This design comes from an exercise in tuning for small area on the open sky130 flow, not from production work.
RTL that was checked went through simulation tests only; none was proved equivalent to the original.
Power and IR drop assume default switching activity.

==> inputs of v6 <==
==> flow/design.v <==
module ddr3_cmd_engine #(
  parameter int BA_W    = 3,
  parameter int ROW_W   = 13,
  parameter int COL_W   = 10,
  parameter int MAX_LAT = 24,
  parameter int DEF_CL  = 5,
  parameter int DEF_CWL = 5,
  parameter int DEF_AL  = 0,
  parameter int T_RCD   = 5,
  parameter int T_RP    = 5,
  parameter int T_RAS   = 15
) (
  input  logic                         i_ck,
  input  logic                         i_reset_n,
  input  logic                         i_cke,
  input  logic                         i_cs_n,
  input  logic                         i_ras_n,
  input  logic                         i_cas_n,
  input  logic                         i_we_n,
  input  logic [BA_W-1:0]              i_ba,
  input  logic [15:0]                  i_a,
  output logic                         o_rd_beat,
  output logic [BA_W+ROW_W+COL_W-1:0]  o_rd_addr,
  output logic                         o_rd_last,
  output logic                         o_wr_beat,
  output logic [BA_W+ROW_W+COL_W-1:0]  o_wr_addr,
  output logic                         o_wr_last,
  output logic [4:0]                   o_cl,
  output logic [4:0]                   o_cwl,
  output logic [4:0]                   o_al,
  output logic                         o_err_cmd,
  output logic                         o_err_ovl,
  output logic                         o_err_mrs,
  output logic                         o_err_timing
);
  localparam int NBANK = 2**BA_W;
  localparam int AW = BA_W + ROW_W + COL_W;
  localparam int LW = $clog2(MAX_LAT);
  logic [NBANK-1:0] r_open;
  logic [ROW_W-1:0] r_row [NBANK];
  logic [4:0] r_cl, r_cwl, r_al;
  logic [1:0] r_alm, r_bl;
  logic r_err_cmd, r_err_ovl, r_err_mrs;
  logic [MAX_LAT-1:0][AW+1:0] r_pipe [2];
  logic [1:0] r_cnt [2];
  logic [1:0] r_beat, r_last;
  logic [AW-1:0] r_addr [2];
  logic [2:0] w_cmd;
  logic w_act, w_pre, w_ref, w_mrs, w_rw, w_open, w_len, w_mrs_bad;
  logic [1:0] w_go;
  logic [LW-1:0] w_slot [2];
  logic [NBANK-1:0] w_sel, w_close;
  logic [AW-1:0] w_addr;
  logic [4:0] w_cl_n, w_cwl_n, w_al_n;
  logic [1:0] w_alm_n, w_bl_n;
  logic w_unused;
  assign w_unused = ^i_a[15:13];
  always_comb begin
    w_cmd = i_cke && !i_cs_n ? {i_ras_n, i_cas_n, i_we_n} : 3'b111;
    w_act = w_cmd == 3'b011;
    w_pre = w_cmd == 3'b010;
    w_ref = w_cmd == 3'b001;
    w_mrs = w_cmd == 3'b000;
    w_rw = w_cmd[2:1] == 2'b10;
    w_open = r_open[i_ba];
    w_go = {w_cmd == 3'b100, w_cmd == 3'b101} & {2{w_open}};
    w_sel = NBANK'(1) << i_ba;
    w_close = w_pre ? (i_a[10] ? '1 : w_sel) : (|w_go && i_a[10] ? w_sel : '0);
    w_len = r_bl == 2'b00 || (r_bl == 2'b01 && i_a[12]);
    w_addr = {i_ba, r_row[i_ba], i_a[COL_W-1:0]};
    w_slot[0] = LW'(r_al + r_cl - 5'd1);
    w_slot[1] = LW'(r_al + r_cwl - 5'd1);
    w_cl_n = r_cl;
    w_cwl_n = r_cwl;
    w_alm_n = r_alm;
    w_bl_n = r_bl;
    w_mrs_bad = 1'b0;
    case (i_ba[1:0])
      2'd0: begin
        w_cl_n = 5'(i_a[6:4]) + 5'd4;
        w_bl_n = i_a[1:0];
        w_mrs_bad = i_a[2] || i_a[6:4] == 3'd0 || &i_a[1:0];
      end
      2'd1: begin
        w_alm_n = i_a[4:3];
        w_mrs_bad = &i_a[4:3];
      end
      2'd2: w_cwl_n = 5'(i_a[5:3]) + 5'd5;
      default: ;
    endcase
    w_al_n = w_alm_n == 2'd1 ? w_cl_n - 5'd1 : w_alm_n == 2'd2 ? w_cl_n - 5'd2 : i_ba[1:0] == 2'd1 ? 5'd0 : r_al;
    w_mrs_bad = w_mrs_bad || int'(w_al_n) + int'(w_cl_n) > MAX_LAT || int'(w_al_n) + int'(w_cwl_n) > MAX_LAT;
  end
  always_ff @(posedge i_ck) begin
    if (!i_reset_n) begin
      r_open <= '0;
      r_cl <= 5'(DEF_CL);
      r_cwl <= 5'(DEF_CWL);
      r_al <= 5'(DEF_AL);
      r_alm <= 2'd0;
      r_bl <= 2'd0;
      r_err_cmd <= 1'b0;
      r_err_mrs <= 1'b0;
    end else begin
      r_open <= (r_open & ~w_close) | (w_act ? w_sel : '0);
      if (w_act) r_row[i_ba] <= i_a[ROW_W-1:0];
      if ((w_act && w_open) || (w_rw && !w_open) || (w_ref && |r_open)) r_err_cmd <= 1'b1;
      if (w_mrs && w_mrs_bad) r_err_mrs <= 1'b1;
      if (w_mrs && !w_mrs_bad) begin
        r_cl <= w_cl_n;
        r_cwl <= w_cwl_n;
        r_al <= w_al_n;
        r_alm <= w_alm_n;
        r_bl <= w_bl_n;
      end
    end
  end
  always_ff @(posedge i_ck) begin
    if (!i_reset_n) begin
      r_beat <= '0;
      r_last <= '0;
      r_err_ovl <= 1'b0;
      for (int d = 0; d < 2; d++) begin
        r_pipe[d] <= '0;
        r_cnt[d] <= '0;
        r_addr[d] <= '0;
      end
    end else begin
      for (int d = 0; d < 2; d++) begin
        r_pipe[d] <= r_pipe[d] >> (AW + 2);
        if (w_go[d]) r_pipe[d][w_slot[d]] <= {1'b1, w_len, w_addr};
        if (r_pipe[d][0][AW+1]) begin
          r_beat[d] <= 1'b1;
          r_last[d] <= 1'b0;
          r_addr[d] <= r_pipe[d][0][AW-1:0];
          r_cnt[d] <= r_pipe[d][0][AW] ? 2'd3 : 2'd1;
          if (r_cnt[d] != 2'd0) r_err_ovl <= 1'b1;
        end else if (r_cnt[d] != 2'd0) begin
          r_last[d] <= r_cnt[d] == 2'd1;
          r_addr[d][2:0] <= r_addr[d][2:0] + 3'd2;
          r_cnt[d] <= r_cnt[d] - 2'd1;
        end else begin
          r_beat[d] <= 1'b0;
          r_last[d] <= 1'b0;
        end
      end
    end
  end
  logic [7:0] r_rcd [NBANK];
  logic [7:0] r_rp [NBANK];
  logic [7:0] r_ras [NBANK];
  logic r_err_timing;
  logic w_viol;
  always_comb begin
    w_viol = (w_act && r_rp[i_ba] != 8'd0) || (|w_go && r_rcd[i_ba] != 8'd0);
    for (int b = 0; b < NBANK; b++)
      w_viol = w_viol || (w_pre && w_close[b] && r_open[b] && r_ras[b] != 8'd0);
  end
  always_ff @(posedge i_ck) begin
    if (!i_reset_n) begin
      r_err_timing <= 1'b0;
      for (int b = 0; b < NBANK; b++) begin
        r_rcd[b] <= '0;
        r_rp[b] <= '0;
        r_ras[b] <= '0;
      end
    end else begin
      if (w_viol) r_err_timing <= 1'b1;
      for (int b = 0; b < NBANK; b++) begin
        r_rcd[b] <= w_act && w_sel[b] ? 8'(T_RCD - 1) : r_rcd[b] - 8'(r_rcd[b] != 8'd0);
        r_ras[b] <= w_act && w_sel[b] ? 8'(T_RAS - 1) : r_ras[b] - 8'(r_ras[b] != 8'd0);
        r_rp[b] <= w_close[b] && r_open[b] ? 8'(T_RP - 1) : r_rp[b] - 8'(r_rp[b] != 8'd0);
      end
    end
  end
  assign o_err_timing = r_err_timing;
  assign o_rd_beat = r_beat[0];
  assign o_rd_last = r_last[0];
  assign o_rd_addr = r_addr[0];
  assign o_wr_beat = r_beat[1];
  assign o_wr_last = r_last[1];
  assign o_wr_addr = r_addr[1];
  assign o_cl = r_cl;
  assign o_cwl = r_cwl;
  assign o_al = r_al;
  assign o_err_cmd = r_err_cmd;
  assign o_err_ovl = r_err_ovl;
  assign o_err_mrs = r_err_mrs;
endmodule
==> flow/run.sh <==
#!/bin/bash
# synth_recipe.tcl (not shown) runs the flow's synth.tcl, then flattens the netlist and writes it again
# the make line also repeats each setting of config.mk as NAME=value (left out here)
make -C /OpenROAD-flow-scripts/flow DESIGN_CONFIG=/design/flow/config.mk WORK_HOME=/design/flow/orfs CLKGATE_MAP_FILE= SYNTH_SCRIPT=/design/flow/synth_recipe.tcl finish
==> flow/config.mk <==
export PLATFORM = sky130hd
export DESIGN_NAME = ddr3_cmd_engine
export DESIGN_NICKNAME = ddr3_cmd_engine
export VERILOG_FILES = /design/flow/design.v
export SDC_FILE = /design/flow/constraint.sdc
export NUM_CORES = 4
export LEC_CHECK = 0
export CAP_MARGIN = 40
export CORE_MARGIN = 2
export CORE_UTILIZATION = 40
export SLEW_MARGIN = 30
==> flow/constraint.sdc <==
create_clock -name core_clock -period 10.0 [get_ports {i_ck}]
set_input_delay 2.0000 -clock core_clock [delete_from_list [all_inputs] [get_ports {i_ck}]]
set_output_delay 2.0000 -clock core_clock [all_outputs]
set_load 0.01 [all_outputs]
==> v32 (differences from v6) <==
==> flow/design.v, changed modules only <==
module ddr3_cmd_engine #(
  parameter int BA_W    = 3,
  parameter int ROW_W   = 13,
  parameter int COL_W   = 10,
  parameter int MAX_LAT = 24,
  parameter int DEF_CL  = 5,
  parameter int DEF_CWL = 5,
  parameter int DEF_AL  = 0,
  parameter int T_RCD   = 5,
  parameter int T_RP    = 5,
  parameter int T_RAS   = 15
) (
  input  logic                         i_ck,
  input  logic                         i_reset_n,
  input  logic                         i_cke,
  input  logic                         i_cs_n,
  input  logic                         i_ras_n,
  input  logic                         i_cas_n,
  input  logic                         i_we_n,
  input  logic [BA_W-1:0]              i_ba,
  input  logic [15:0]                  i_a,
  output logic                         o_rd_beat,
  output logic [BA_W+ROW_W+COL_W-1:0]  o_rd_addr,
  output logic                         o_rd_last,
  output logic                         o_wr_beat,
  output logic [BA_W+ROW_W+COL_W-1:0]  o_wr_addr,
  output logic                         o_wr_last,
  output logic [4:0]                   o_cl,
  output logic [4:0]                   o_cwl,
  output logic [4:0]                   o_al,
  output logic                         o_err_cmd,
  output logic                         o_err_ovl,
  output logic                         o_err_mrs,
  output logic                         o_err_timing
);
  localparam int NBANK = 2**BA_W;
  localparam int AW = BA_W + ROW_W + COL_W;
  localparam int DW = AW + 1;           
  localparam int SMIN = 4;              
  localparam int NQ = 22;               
  logic [NBANK-1:0] r_open;
  logic [ROW_W-1:0] r_row [NBANK];
  logic [2:0] r_clc, r_cwlc;            
  logic [1:0] r_alm, r_bl;
  logic r_err_cmd, r_err_ovl, r_err_mrs;
  logic [4:0] w_cl, w_cwl, w_al;
  logic [2:0] w_cmd;
  logic w_act, w_pre, w_ref, w_mrs, w_rw, w_open, w_len, w_mrs_bad;
  logic [1:0] w_go;
  logic [4:0] w_slot;
  logic [NBANK-1:0] w_sel, w_close;
  logic [AW-1:0] w_addr;
  logic w_unused;
  assign w_unused = ^i_a[15:13];
  assign w_cl = 5'(r_clc) + 5'd4;
  assign w_cwl = 5'(r_cwlc) + 5'd5;
  assign w_al = r_alm == 2'd1 ? w_cl - 5'd1 : r_alm == 2'd2 ? w_cl - 5'd2 : 5'd0;
  always_comb begin
    w_cmd = i_cke && !i_cs_n ? {i_ras_n, i_cas_n, i_we_n} : 3'b111;
    w_act = w_cmd == 3'b011;
    w_pre = w_cmd == 3'b010;
    w_ref = w_cmd == 3'b001;
    w_mrs = w_cmd == 3'b000;
    w_rw = w_cmd[2:1] == 2'b10;
    w_open = r_open[i_ba];
    w_go = {w_cmd == 3'b100, w_cmd == 3'b101} & {2{w_open}};
    w_sel = NBANK'(1) << i_ba;
    w_close = w_pre ? (i_a[10] ? '1 : w_sel) : (|w_go && i_a[10] ? w_sel : '0);
    w_len = r_bl == 2'b00 || (r_bl == 2'b01 && i_a[12]);
    w_addr = {i_ba, r_row[i_ba], i_a[COL_W-1:0]};
    w_slot = w_al + (w_cmd[0] ? w_cl : w_cwl) - 5'd1;
    case (i_ba[1:0])
      2'd0: w_mrs_bad = i_a[2] || i_a[6:4] == 3'd0 || &i_a[1:0];
      2'd1: w_mrs_bad = &i_a[4:3];
      default: w_mrs_bad = 1'b0;
    endcase
  end
  always_ff @(posedge i_ck) begin
    if (!i_reset_n) begin
      r_open <= '0;
      r_clc <= 3'(DEF_CL - 4);
      r_cwlc <= 3'(DEF_CWL - 5);
      r_alm <= 2'd0;
      r_bl <= 2'd0;
      r_err_cmd <= 1'b0;
      r_err_mrs <= 1'b0;
    end else begin
      r_open <= (r_open & ~w_close) | (w_act ? w_sel : '0);
      if (w_act) r_row[i_ba] <= i_a[ROW_W-1:0];
      if ((w_act && w_open) || (w_rw && !w_open) || (w_ref && |r_open)) r_err_cmd <= 1'b1;
      if (w_mrs && w_mrs_bad) r_err_mrs <= 1'b1;
      if (w_mrs && !w_mrs_bad) begin
        case (i_ba[1:0])
          2'd0: begin
            r_clc <= i_a[6:4];
            r_bl <= i_a[1:0];
          end
          2'd1: r_alm <= i_a[4:3];
          2'd2: r_cwlc <= i_a[5:3];
          default: ;
        endcase
      end
    end
  end
  logic [NQ-1:0] q_v, q_wr;
  logic [4:0] q_slot [NQ];
  logic [DW-1:0] q_dat [NQ];
  always_ff @(posedge i_ck) begin
    if (!i_reset_n) q_v <= '0;
    else q_v <= {q_v[NQ-2:0], |w_go};
  end
  always_ff @(posedge i_ck) begin
    q_wr <= {q_wr[NQ-2:0], w_go[1]};
    q_slot[0] <= w_slot;
    q_dat[0] <= {w_len, w_addr};
    for (int k = 1; k < NQ; k++) begin
      q_slot[k] <= q_slot[k-1];
      q_dat[k] <= q_dat[k-1];
    end
  end
  logic [NQ-1:0] w_hit [2];
  logic [NQ-1:0] w_pick [2];
  logic [DW-1:0] w_fdat [2];
  logic [1:0] w_fire;
  always_comb begin
    for (int d = 0; d < 2; d++) begin
      w_hit[d] = '0;
      for (int k = SMIN; k < NQ; k++)
        w_hit[d][k] = q_v[k] && q_wr[k] == d[0] && q_slot[k] == 5'(k);
      w_pick[d] = w_hit[d] & ~(w_hit[d] - 1'b1) ;
      w_fire[d] = |w_hit[d];
      w_fdat[d] = '0;
      for (int k = SMIN; k < NQ; k++)
        w_fdat[d] = w_fdat[d] | (q_dat[k] & {DW{w_pick[d][k]}});
    end
  end
  logic [1:0] r_cnt [2];
  logic [1:0] r_last;
  logic [AW-1:0] r_addr [2];
  always_ff @(posedge i_ck) begin
    if (!i_reset_n) begin
      r_last <= '0;
      r_err_ovl <= 1'b0;
      for (int d = 0; d < 2; d++) begin
        r_cnt[d] <= '0;
        r_addr[d] <= '0;
      end
    end else begin
      for (int d = 0; d < 2; d++) begin
        if (w_fire[d]) begin
          r_last[d] <= 1'b0;
          r_addr[d] <= w_fdat[d][AW-1:0];
          r_cnt[d] <= w_fdat[d][AW] ? 2'd3 : 2'd1;
          if (r_cnt[d] != 2'd0) r_err_ovl <= 1'b1;
        end else if (r_cnt[d] != 2'd0) begin
          r_last[d] <= r_cnt[d] == 2'd1;
          r_addr[d][2:1] <= r_addr[d][2:1] + 2'd1;
          r_cnt[d] <= r_cnt[d] - 2'd1;
        end else begin
          r_last[d] <= 1'b0;
        end
      end
    end
  end
  logic [3:0] r_tc [NBANK];
  logic r_err_timing;
  logic w_viol;
  always_comb begin
    w_viol = (w_act && !w_open && r_tc[i_ba] != 4'd0) ||
             (|w_go && r_tc[i_ba] > 4'(T_RAS - T_RCD));
    for (int b = 0; b < NBANK; b++)
      w_viol = w_viol || (w_pre && w_close[b] && r_open[b] && r_tc[b] != 4'd0);
  end
  always_ff @(posedge i_ck) begin
    if (!i_reset_n) begin
      r_err_timing <= 1'b0;
      for (int b = 0; b < NBANK; b++) r_tc[b] <= '0;
    end else begin
      if (w_viol) r_err_timing <= 1'b1;
      for (int b = 0; b < NBANK; b++)
        r_tc[b] <= w_act && w_sel[b] ? 4'(T_RAS - 1) :
                   w_close[b] && r_open[b] ? 4'(T_RP - 1) : r_tc[b] - 4'(r_tc[b] != 4'd0);
    end
  end
  assign o_err_timing = r_err_timing;
  assign o_rd_beat = r_cnt[0] != 2'd0 || r_last[0];
  assign o_rd_last = r_last[0];
  assign o_rd_addr = r_addr[0];
  assign o_wr_beat = r_cnt[1] != 2'd0 || r_last[1];
  assign o_wr_last = r_last[1];
  assign o_wr_addr = r_addr[1];
  assign o_cl = w_cl;
  assign o_cwl = w_cwl;
  assign o_al = w_al;
  assign o_err_cmd = r_err_cmd;
  assign o_err_ovl = r_err_ovl;
  assign o_err_mrs = r_err_mrs;
endmodule
==> reports/results.tsv <==
stage	metric	value	unit
floorplanning	Starting Density	40.2	%
setup_path	CP Cell Sequence	ha_1 > nand2_1 > nand2_1 > xnor2_1 > o22ai_1 > clkdlybuf4s50_1	
hold_path	Hold Crit Depth	0	
status	status	finished clean	
setup_path	FF-to-FF Start	q_slot[5][2]$_DFF_P_	
power_and_ir_drop	P_comb	0.480	mW
power_and_ir_drop	pwr dens	226	nW/um2
global_route	met3 usage	5.26	%
timing	Final Cycle Share	45.7	%
That was v32.
==> reports/results.tsv <==
stage	metric	value	unit
power_and_ir_drop	Reg power frac	38.3	%
power_and_ir_drop	pwr dens	239	nW/um2
floorplanning	Starting Density	40.1	%
status	status	finished clean	
hold_path	Hold Crit Depth	2	
setup_path	FF-to-FF Start	r_al[1]$_SDFFE_PN0P_	
setup_path	CP Cell Sequence	inv_1 > ha_1 > inv_1 > ha_2 > fa_2 > inv_1 > fa_1 > inv_1 > ha_1 > inv_1 > fa_1 > xor2_1 > nor4b_2 > o21ai_1 > a21oi_1 > ha_1 > nand2_1 > o32a_1 > nand2_2 > and3_1 > a22oi_1 > o21ai_0	
timing	Final Max Tran Viols	0	
That was v6.
Only the layout flow was run in v6; the RTL was not checked for function there.

what the ideal ports hide:
In the flow no input, the clock included, has a driving cell. The finished layouts below were timed again as built, in two steps. Step 1 (the two cells are an assumption about what drives the block):
set clk [get_ports {i_ck}]
set_driving_cell -lib_cell sky130_fd_sc_hd__clkbuf_16 $clk
set_driving_cell -lib_cell sky130_fd_sc_hd__buf_2 [delete_from_list [all_inputs] $clk]
Step 2, shift: input delay + t, output delay - t, t = (earliest + latest rising clock arrival at the registers) / 2. This alone moves slack from input paths to output paths. a / b / c = ideal ports / drivers / drivers and shift; a / b = the first two.
run	t (ns)	slack for setup (ns)	worst hold slack (ns)	latest minus earliest clock arrival (ns)	worst register clock-pin slew, ns
v6	0.953	1.095 / 1.095 / 1.095	0.423 / 0.423 / 0.423	0.069 / 0.069	0.07 / 0.07
v32	0.695	5.428 / 5.366 / 4.825	0.316 / 0.316 / 0.316	0.033 / 0.034	0.07 / 0.07
After both steps setup and hold are still met in every run listed. The setup slack of v32, which loses most, moves by -0.062 ns with the drivers and by -0.603 ns with both steps.
